Context: an optimization exercise on an open-source flow, tuned for small area and a short achievable clock period. The choices shown serve that exercise and are no tape-out recipe.
At most, simulation tests tie the RTL to the original design; equivalence was not proved.
Power figures rest on the tool's default switching activity, not on a simulated workload.

Setup of the reference run:
==> flow/design.v <==
package dmem_pkg;
  localparam int DMEM_DATA_W  = 8;
  localparam int DMEM_MAX_LAT = 15;
  typedef enum logic [1:0] {IDLE, BUSY, DONE} dmem_state_t;
endpackage
module dmem_ram
#(
  parameter int ADDR_W = 8
) (
  input  logic                   clk,
  input  logic [2**ADDR_W/4-1:0] clr_n_i,    
  input  logic [2**ADDR_W/4-1:0] set_n_i,    
  input  logic [dmem_pkg::DMEM_DATA_W-1:0] wdata_n_i,   
  output logic [2**ADDR_W/2*dmem_pkg::DMEM_DATA_W-1:0] taps_o
);
  localparam int DW    = dmem_pkg::DMEM_DATA_W;
  localparam int RINGS = 2**ADDR_W / 4;
  for (genvar k = 0; k < RINGS; k++) begin : g_ring
    dmem_ring u_ring (
      .clk      (clk),
      .clr_n_i  (clr_n_i[k]),
      .set_n_i  (set_n_i[k]),
      .wdata_n_i(wdata_n_i),
      .tap0_o   (taps_o[(2*k+0)*DW +: DW]),
      .tap2_o   (taps_o[(2*k+1)*DW +: DW])
    );
  end
endmodule
module dmem_ring (
  input  logic                   clk,
  input  logic                   clr_n_i,
  input  logic                   set_n_i,
  input  logic [dmem_pkg::DMEM_DATA_W-1:0] wdata_n_i,
  output logic [dmem_pkg::DMEM_DATA_W-1:0] tap0_o,
  output logic [dmem_pkg::DMEM_DATA_W-1:0] tap2_o
);
  logic [dmem_pkg::DMEM_DATA_W-1:0] p0_q, p1_q, p2_q, p3_q;
  always_ff @(posedge clk) begin
    p0_q <= p1_q;
    p1_q <= p2_q;
    p2_q <= ~(({dmem_pkg::DMEM_DATA_W{set_n_i}} | wdata_n_i) & p3_q);
    p3_q <= ~(p0_q & {dmem_pkg::DMEM_DATA_W{clr_n_i}});
  end
  assign tap0_o = p0_q;
  assign tap2_o = p2_q;
endmodule
module data_mem_ctrl
#(
  parameter int ADDR_W  = 8,
  parameter int LATENCY = 2
) (
  input  logic                   CLK,
  input  logic                   Reset,
  input  logic                   MemReq,
  input  logic                   MemWrite,
  input  logic [ADDR_W-1:0]      Addr,
  input  logic [dmem_pkg::DMEM_DATA_W-1:0] DataIn,
  output logic [dmem_pkg::DMEM_DATA_W-1:0] DataMemOut,
  output logic                   MemBusy,
  output logic                   MemDone
);
  localparam int DW     = dmem_pkg::DMEM_DATA_W;
  localparam int RINGS  = 2**ADDR_W / 4;      
  localparam int NTAP   = 2**ADDR_W / 2;      
  localparam int GB     = 3;                  
  localparam int GROUPS = 2**GB;              
  localparam int GSIZE  = NTAP / GROUPS;      
  localparam int LB     = ADDR_W - 1 - GB;    
  localparam int NA     = 2;                  
  localparam int NB     = LB - NA;            
  if (LATENCY != 2) begin : g_lat_check
    $error("data_mem_ctrl: this implementation supports LATENCY = 2 only");
  end
  logic          busy_q, s0_q, s1_q, done_q;
  logic          busy_out_q;     
  logic          busy_rd_q;      
  logic          accept;
  logic          write_q;
  logic [ADDR_W-1:0] addr_q;
  logic [DW-1:0] wdata_q;
  logic [DW-1:0] dout_q;
  logic [1:0]    phase_q;
  logic          wb_valid_q;
  logic [ADDR_W-1:0] wb_addr_q;
  logic [DW-1:0] wb_data_q;
  logic [NTAP*DW-1:0] taps;
  logic [2**NA-1:0] pa_now, pa_q, pa;
  logic [2**NB-1:0] pb_now, pb_q, pb;
  logic          t_now, t_next;  
  logic          phase_nx1;
  logic [GSIZE-1:0] sline;       
  logic          early_q;        
  logic          part_en;
  logic [DW*GROUPS-1:0] part_n;    
  logic [DW*GROUPS-1:0] part_n_q;
  logic          fwd_q;
  logic [DW-1:0] rdata;
  logic [ADDR_W-1:0] saddr;
  assign accept = ~busy_q & MemReq;
  always_ff @(posedge CLK) begin
    if (Reset) begin
      busy_q <= 1'b0;
      busy_out_q <= 1'b0;
      busy_rd_q  <= 1'b0;
      s0_q   <= 1'b0;
      s1_q   <= 1'b0;
      done_q <= 1'b0;
      dout_q <= '0;
    end else begin
      busy_q <= accept | s0_q | s1_q;
      busy_out_q <= (MemReq & ~busy_out_q) | s0_q | s1_q;    
      busy_rd_q  <= (MemReq & ~busy_rd_q) | s0_q | s1_q;     
      s0_q   <= accept;
      s1_q   <= s0_q;
      done_q <= s1_q;
      if (s1_q && !write_q) dout_q <= rdata;
    end
  end
  always_ff @(posedge CLK) begin
    if (accept) begin
      write_q <= MemWrite;
      addr_q  <= Addr;
      wdata_q <= DataIn;
    end
  end
  always_ff @(posedge CLK) begin
    phase_q <= phase_q + 2'd1;
  end
  assign phase_nx1 = phase_q[1] ^ phase_q[0];
  logic          clr_now, set_now;
  logic [ADDR_W-3:0] clr_ring;
  logic [RINGS-1:0] clr_n, set_n;
  assign set_now  = wb_valid_q & (phase_q == wb_addr_q[1:0] + 2'd1);
  assign clr_now  = s1_q ? (write_q & ~Reset & (addr_q[1:0] == phase_q))
                         : (wb_valid_q & (wb_addr_q[1:0] == phase_q));
  assign clr_ring = s1_q ? addr_q[ADDR_W-1:2] : wb_addr_q[ADDR_W-1:2];
  always_comb begin
    for (int k = 0; k < RINGS; k++) begin
      clr_n[k] = ~(clr_now & (clr_ring == (ADDR_W-2)'(k)));
      set_n[k] = ~(set_now & (wb_addr_q[ADDR_W-1:2] == (ADDR_W-2)'(k)));
    end
  end
  always_ff @(posedge CLK) begin
    if (s1_q && write_q && !Reset) begin
      wb_valid_q <= 1'b1;
      wb_addr_q  <= addr_q;
      wb_data_q  <= wdata_q;
    end else if (set_now) begin
      wb_valid_q <= 1'b0;
    end
  end
  dmem_ram #(.ADDR_W(ADDR_W)) u_ram (
    .clk      (CLK),
    .clr_n_i  (clr_n),
    .set_n_i  (set_n),
    .wdata_n_i(~wb_data_q),
    .taps_o   (taps)
  );
  assign t_now  = Addr[1] ^ phase_q[1];
  assign t_next = Addr[1] ^ phase_nx1;       
  always_comb begin
    for (int i = 0; i < 2**NA; i++) pa_now[i] = (Addr[ADDR_W-1-GB -: NA] == NA'(i));
    for (int i = 0; i < 2**NB; i++) pb_now[i] = ({Addr[2 +: NB-1], t_now} == NB'(i));
  end
  always_ff @(posedge CLK) begin
    pa_q <= pa_now;
    for (int i = 0; i < 2**NB; i++) pb_q[i] <= ({Addr[2 +: NB-1], t_next} == NB'(i));
    if (~busy_q) early_q <= ~(Addr[0] ^ phase_q[0]);
  end
  assign pa    = busy_rd_q ? pa_q : pa_now;
  assign pb    = busy_rd_q ? pb_q : pb_now;
  assign saddr = busy_q ? addr_q : Addr;
  always_comb begin
    for (int i = 0; i < GSIZE; i++) sline[i] = pa[i / 2**NB] & pb[i % 2**NB];
  end
  for (genvar b = 0; b < DW; b++) begin : g_bit
    for (genvar g = 0; g < GROUPS; g++) begin : g_grp
      logic [GSIZE-1:0] d;
      for (genvar i = 0; i < GSIZE; i++) begin : g_tap
        assign d[i] = taps[(g*GSIZE + i)*DW + b];
      end
      dmem_rd_or #(.N(GSIZE)) u_or (.sel_i(sline), .d_i(d), .y_n_o(part_n[b*GROUPS+g]));
    end
  end
  assign part_en = ~busy_q | (s0_q & ~early_q);
  always_ff @(posedge CLK) begin
    if (part_en) begin
      part_n_q <= part_n;
      fwd_q  <= wb_valid_q && (wb_addr_q == saddr);
    end
  end
  always_comb begin
    for (int b = 0; b < DW; b++) begin
      rdata[b] = ~part_n_q[b*GROUPS + addr_q[ADDR_W-1 -: GB]];
    end
    if (fwd_q) rdata = wb_data_q;
  end
  assign DataMemOut = dout_q;
  assign MemBusy    = busy_out_q;
  assign MemDone    = done_q;
endmodule
module dmem_rd_or
#(
  parameter int N = 32
) (
  input  logic [N-1:0] sel_i,
  input  logic [N-1:0] d_i,
  output logic         y_n_o
);
  logic [N/8-1:0] o;
  for (genvar i = 0; i < N/8; i++) begin : g_or8
    dmem_rd_or8 u_or8 (.sel_i(sel_i[8*i +: 8]), .d_i(d_i[8*i +: 8]), .y_o(o[i]));
  end
  assign y_n_o = ~|o;
endmodule
module dmem_rd_or8 (
  input  logic [7:0] sel_i,
  input  logic [7:0] d_i,
  output logic       y_o
);
  assign y_o = |(sel_i & d_i);
endmodule
==> flow/config.mk <==
export PLATFORM = sky130hd
export DESIGN_NAME = data_mem_ctrl
export DESIGN_NICKNAME = data_mem_ctrl
export VERILOG_FILES = /design/flow/design.v
export SDC_FILE = /design/flow/constraint.sdc
export NUM_CORES = 4
export LEC_CHECK = 0
export CAP_MARGIN = 20
export CORE_MARGIN = 2
export CORE_UTILIZATION = 65
export CTS_CLUSTER_DIAMETER = 60
export CTS_CLUSTER_SIZE = 30
export SETUP_SLACK_MARGIN = 1.7
export SLEW_MARGIN = 20
export SYNTH_HIERARCHICAL = 1
export SYNTH_MINIMUM_KEEP_SIZE = 0
==> flow/constraint.sdc <==
create_clock -name core_clock -period 4.0 [get_ports {CLK}]
set_input_delay 0.8000 -clock core_clock [delete_from_list [all_inputs] [get_ports {CLK}]]
set_output_delay 0.8000 -clock core_clock [all_outputs]
set_load 0.01 [all_outputs]
standard.sh (not shown) runs the stock make flow with config.mk's settings and CLKGATE_MAP_FILE= SYNTH_SCRIPT=/design/flow/synth_recipe.tcl, a recipe that flattens the netlist after the stock synthesis.
==> flow/flow/run.sh <==
#!/bin/bash
# Own flow: the standard synthesis unchanged, then the standard layout steps
# with the delay cells (dlygate*, clkdlybuf*) added to the don't-use list so
# that the resizer does not pick them as port or signal buffers.
set -euo pipefail
PLATFORM_DONT_USE="sky130_fd_sc_hd__probe_p_8 sky130_fd_sc_hd__probec_p_8 sky130_fd_sc_hd__lpflow_bleeder_1 sky130_fd_sc_hd__lpflow_clkbufkapwr_1 sky130_fd_sc_hd__lpflow_clkbufkapwr_16 sky130_fd_sc_hd__lpflow_clkbufkapwr_2 sky130_fd_sc_hd__lpflow_clkbufkapwr_4 sky130_fd_sc_hd__lpflow_clkbufkapwr_8 sky130_fd_sc_hd__lpflow_clkinvkapwr_1 sky130_fd_sc_hd__lpflow_clkinvkapwr_16 sky130_fd_sc_hd__lpflow_clkinvkapwr_2 sky130_fd_sc_hd__lpflow_clkinvkapwr_4 sky130_fd_sc_hd__lpflow_clkinvkapwr_8 sky130_fd_sc_hd__lpflow_decapkapwr_12 sky130_fd_sc_hd__lpflow_decapkapwr_3 sky130_fd_sc_hd__lpflow_decapkapwr_4 sky130_fd_sc_hd__lpflow_decapkapwr_6 sky130_fd_sc_hd__lpflow_decapkapwr_8 sky130_fd_sc_hd__lpflow_inputiso0n_1 sky130_fd_sc_hd__lpflow_inputiso0p_1 sky130_fd_sc_hd__lpflow_inputiso1n_1 sky130_fd_sc_hd__lpflow_inputiso1p_1 sky130_fd_sc_hd__lpflow_inputisolatch_1 sky130_fd_sc_hd__lpflow_isobufsrc_1 sky130_fd_sc_hd__lpflow_isobufsrc_16 sky130_fd_sc_hd__lpflow_isobufsrc_2 sky130_fd_sc_hd__lpflow_isobufsrc_4 sky130_fd_sc_hd__lpflow_isobufsrc_8 sky130_fd_sc_hd__lpflow_isobufsrckapwr_16 sky130_fd_sc_hd__lpflow_lsbuf_lh_hl_isowell_tap_1 sky130_fd_sc_hd__lpflow_lsbuf_lh_hl_isowell_tap_2 sky130_fd_sc_hd__lpflow_lsbuf_lh_hl_isowell_tap_4 sky130_fd_sc_hd__lpflow_lsbuf_lh_isowell_4 sky130_fd_sc_hd__lpflow_lsbuf_lh_isowell_tap_1 sky130_fd_sc_hd__lpflow_lsbuf_lh_isowell_tap_2 sky130_fd_sc_hd__lpflow_lsbuf_lh_isowell_tap_4 "
EXTRA_DONT_USE="sky130_fd_sc_hd__dlygate4sd1_1 sky130_fd_sc_hd__dlygate4sd2_1 sky130_fd_sc_hd__dlygate4sd3_1 sky130_fd_sc_hd__dlymetal6s2s_1 sky130_fd_sc_hd__dlymetal6s4s_1 sky130_fd_sc_hd__dlymetal6s6s_1 sky130_fd_sc_hd__clkdlybuf4s15_1 sky130_fd_sc_hd__clkdlybuf4s15_2 sky130_fd_sc_hd__clkdlybuf4s18_1 sky130_fd_sc_hd__clkdlybuf4s18_2 sky130_fd_sc_hd__clkdlybuf4s25_1 sky130_fd_sc_hd__clkdlybuf4s25_2 sky130_fd_sc_hd__clkdlybuf4s50_1 sky130_fd_sc_hd__clkdlybuf4s50_2"
bash standard.sh synth > synth.log 2>&1
bash standard.sh "DONT_USE_CELLS=$PLATFORM_DONT_USE $EXTRA_DONT_USE" finish > layout.log 2>&1
The following lists how the trial run was set up differently from the reference run:
==> flow/design.v, changed modules only <==
module data_mem_ctrl
#(
  parameter int ADDR_W  = 8,
  parameter int LATENCY = 2
) (
  input  logic                   CLK,
  input  logic                   Reset,
  input  logic                   MemReq,
  input  logic                   MemWrite,
  input  logic [ADDR_W-1:0]      Addr,
  input  logic [dmem_pkg::DMEM_DATA_W-1:0] DataIn,
  output logic [dmem_pkg::DMEM_DATA_W-1:0] DataMemOut,
  output logic                   MemBusy,
  output logic                   MemDone
);
  localparam int DW     = dmem_pkg::DMEM_DATA_W;
  localparam int RINGS  = 2**ADDR_W / 4;      
  localparam int NTAP   = 2**ADDR_W / 2;      
  localparam int GB     = 3;                  
  localparam int GROUPS = 2**GB;              
  localparam int GSIZE  = NTAP / GROUPS;      
  localparam int LB     = ADDR_W - 1 - GB;    
  localparam int NA     = 2;                  
  localparam int NB     = LB - NA;            
  if (LATENCY != 2) begin : g_lat_check
    $error("data_mem_ctrl: this implementation supports LATENCY = 2 only");
  end
  logic          busy_q, s0_q, s1_q, done_q;
  logic          busy_out_q;     
  logic          accept;
  logic          write_q;
  logic [ADDR_W-1:0] addr_q;
  logic [DW-1:0] wdata_q;
  logic [DW-1:0] dout_q;
  logic [1:0]    phase_q;
  logic          wb_valid_q;
  logic [ADDR_W-1:0] wb_addr_q;
  logic [DW-1:0] wb_data_q;
  logic [NTAP*DW-1:0] taps;
  logic [2**NA-1:0] pa_now, pa_q, pa;
  logic [2**NB-1:0] pb_now, pb_q, pb;
  logic          t_now, t_next;  
  logic          phase_nx1;
  logic [GSIZE-1:0] sline;       
  logic          early_q;        
  logic          part_en;
  logic [DW*GROUPS-1:0] part;    
  logic [DW*GROUPS-1:0] part_q;
  logic          fwd_q;
  logic [DW-1:0] rdata;
  logic [ADDR_W-1:0] saddr;
  assign accept = ~busy_q & MemReq;
  always_ff @(posedge CLK) begin
    if (Reset) begin
      busy_q <= 1'b0;
      busy_out_q <= 1'b0;
      s0_q   <= 1'b0;
      s1_q   <= 1'b0;
      done_q <= 1'b0;
      dout_q <= '0;
    end else begin
      busy_q <= accept | s0_q | s1_q;
      busy_out_q <= (MemReq & ~busy_out_q) | s0_q | s1_q;    
      s0_q   <= accept;
      s1_q   <= s0_q;
      done_q <= s1_q;
      if (s1_q && !write_q) dout_q <= rdata;
    end
  end
  always_ff @(posedge CLK) begin
    if (accept) begin
      write_q <= MemWrite;
      addr_q  <= Addr;
      wdata_q <= DataIn;
    end
  end
  always_ff @(posedge CLK) begin
    phase_q <= phase_q + 2'd1;
  end
  assign phase_nx1 = phase_q[1] ^ phase_q[0];
  logic          clr_now, set_now;
  logic [ADDR_W-3:0] clr_ring;
  logic [RINGS-1:0] clr_n, set_n;
  assign set_now  = wb_valid_q & (phase_q == wb_addr_q[1:0] + 2'd1);
  assign clr_now  = s1_q ? (write_q & ~Reset & (addr_q[1:0] == phase_q))
                         : (wb_valid_q & (wb_addr_q[1:0] == phase_q));
  assign clr_ring = s1_q ? addr_q[ADDR_W-1:2] : wb_addr_q[ADDR_W-1:2];
  always_comb begin
    for (int k = 0; k < RINGS; k++) begin
      clr_n[k] = ~(clr_now & (clr_ring == (ADDR_W-2)'(k)));
      set_n[k] = ~(set_now & (wb_addr_q[ADDR_W-1:2] == (ADDR_W-2)'(k)));
    end
  end
  always_ff @(posedge CLK) begin
    if (s1_q && write_q && !Reset) begin
      wb_valid_q <= 1'b1;
      wb_addr_q  <= addr_q;
      wb_data_q  <= wdata_q;
    end else if (set_now) begin
      wb_valid_q <= 1'b0;
    end
  end
  dmem_ram #(.ADDR_W(ADDR_W)) u_ram (
    .clk      (CLK),
    .clr_n_i  (clr_n),
    .set_n_i  (set_n),
    .wdata_n_i(~wb_data_q),
    .taps_o   (taps)
  );
  assign t_now  = Addr[1] ^ phase_q[1];
  assign t_next = Addr[1] ^ phase_nx1;       
  always_comb begin
    for (int i = 0; i < 2**NA; i++) pa_now[i] = (Addr[ADDR_W-1-GB -: NA] == NA'(i));
    for (int i = 0; i < 2**NB; i++) pb_now[i] = ({Addr[2 +: NB-1], t_now} == NB'(i));
  end
  always_ff @(posedge CLK) begin
    pa_q <= pa_now;
    for (int i = 0; i < 2**NB; i++) pb_q[i] <= ({Addr[2 +: NB-1], t_next} == NB'(i));
    if (~busy_q) early_q <= ~(Addr[0] ^ phase_q[0]);
  end
  assign pa    = busy_q ? pa_q : pa_now;
  assign pb    = busy_q ? pb_q : pb_now;
  assign saddr = busy_q ? addr_q : Addr;
  always_comb begin
    for (int i = 0; i < GSIZE; i++) sline[i] = pa[i / 2**NB] & pb[i % 2**NB];
  end
  for (genvar b = 0; b < DW; b++) begin : g_bit
    for (genvar g = 0; g < GROUPS; g++) begin : g_grp
      logic [GSIZE-1:0] d;
      for (genvar i = 0; i < GSIZE; i++) begin : g_tap
        assign d[i] = taps[(g*GSIZE + i)*DW + b];
      end
      dmem_rd_or #(.N(GSIZE)) u_or (.sel_i(sline), .d_i(d), .y_o(part[b*GROUPS+g]));
    end
  end
  assign part_en = ~busy_q | (s0_q & ~early_q);
  always_ff @(posedge CLK) begin
    if (part_en) begin
      part_q <= part;
      fwd_q  <= wb_valid_q && (wb_addr_q == saddr);
    end
  end
  always_comb begin
    for (int b = 0; b < DW; b++) begin
      rdata[b] = part_q[b*GROUPS + addr_q[ADDR_W-1 -: GB]];
    end
    if (fwd_q) rdata = wb_data_q;
  end
  assign DataMemOut = dout_q;
  assign MemBusy    = busy_out_q;
  assign MemDone    = done_q;
endmodule
module dmem_rd_or
#(
  parameter int N = 32
) (
  input  logic [N-1:0] sel_i,
  input  logic [N-1:0] d_i,
  output logic         y_o
);
  logic [N/8-1:0] o;
  for (genvar i = 0; i < N/8; i++) begin : g_or8
    dmem_rd_or8 u_or8 (.sel_i(sel_i[8*i +: 8]), .d_i(d_i[8*i +: 8]), .y_o(o[i]));
  end
  assign y_o = |o;
endmodule
Findings:
The trial run: routed metal-1 wire length is 2.2% higher than what the reference run reported. Comparing simple-gate area share of the yosys netlist for the reference run and the trial run, the bigger number came from the trial run. The reference run → the trial run: sequential share of the synthesized area saw little to no change, combinational share of power increased 0.7 points, global-route usage increased by 0.99 points relative to the old numbers, synthesized netlist cell count shows no meaningful change, number of detailed-routing iterations run before antenna repair rose 2. Against the reference run, the final cell area of the trial run is higher. Effective utilization at floorplan: the trial run vs the reference run — no meaningful difference.
Function not checked in the reference run: the RTL went through the layout flow alone.

## separate check: timing with driven ports
In the flow no input, the clock included, has a driving cell. The finished layouts below were timed again as built, in two steps. Step 1 sets driving cells, clkbuf_16 on the clock port and buf_2 on the other inputs (assumed; they add their load-dependent delay and slew). Step 2 moves the port delays by t, midway between the first and last clock arrival at a register: inputs arrive t later, outputs are due t later. That takes back most of the time a late clock gives input paths. a / b / c = no drivers / after step 1 / after step 2; a / b = the first two.
| run | t (ns) | setup slack, ns | worst register clock-pin slew, ns | worst slew at a driven data input, ns | pins driven straight from the clock port |
|---|---|---|---|---|---|
| the reference run | 0.778 | 1.620 / 1.620 / 0.932 | 0.11 / 0.11 | 0.10 | 1 |
| the trial run | 0.799 | 1.525 / 1.525 / 0.855 | 0.11 / 0.11 | 0.12 | 1 |
After both steps every run listed still meets setup and hold. The setup slack of the reference run, which loses most, moves by 0.000 ns with the drivers and by -0.688 ns with both steps.
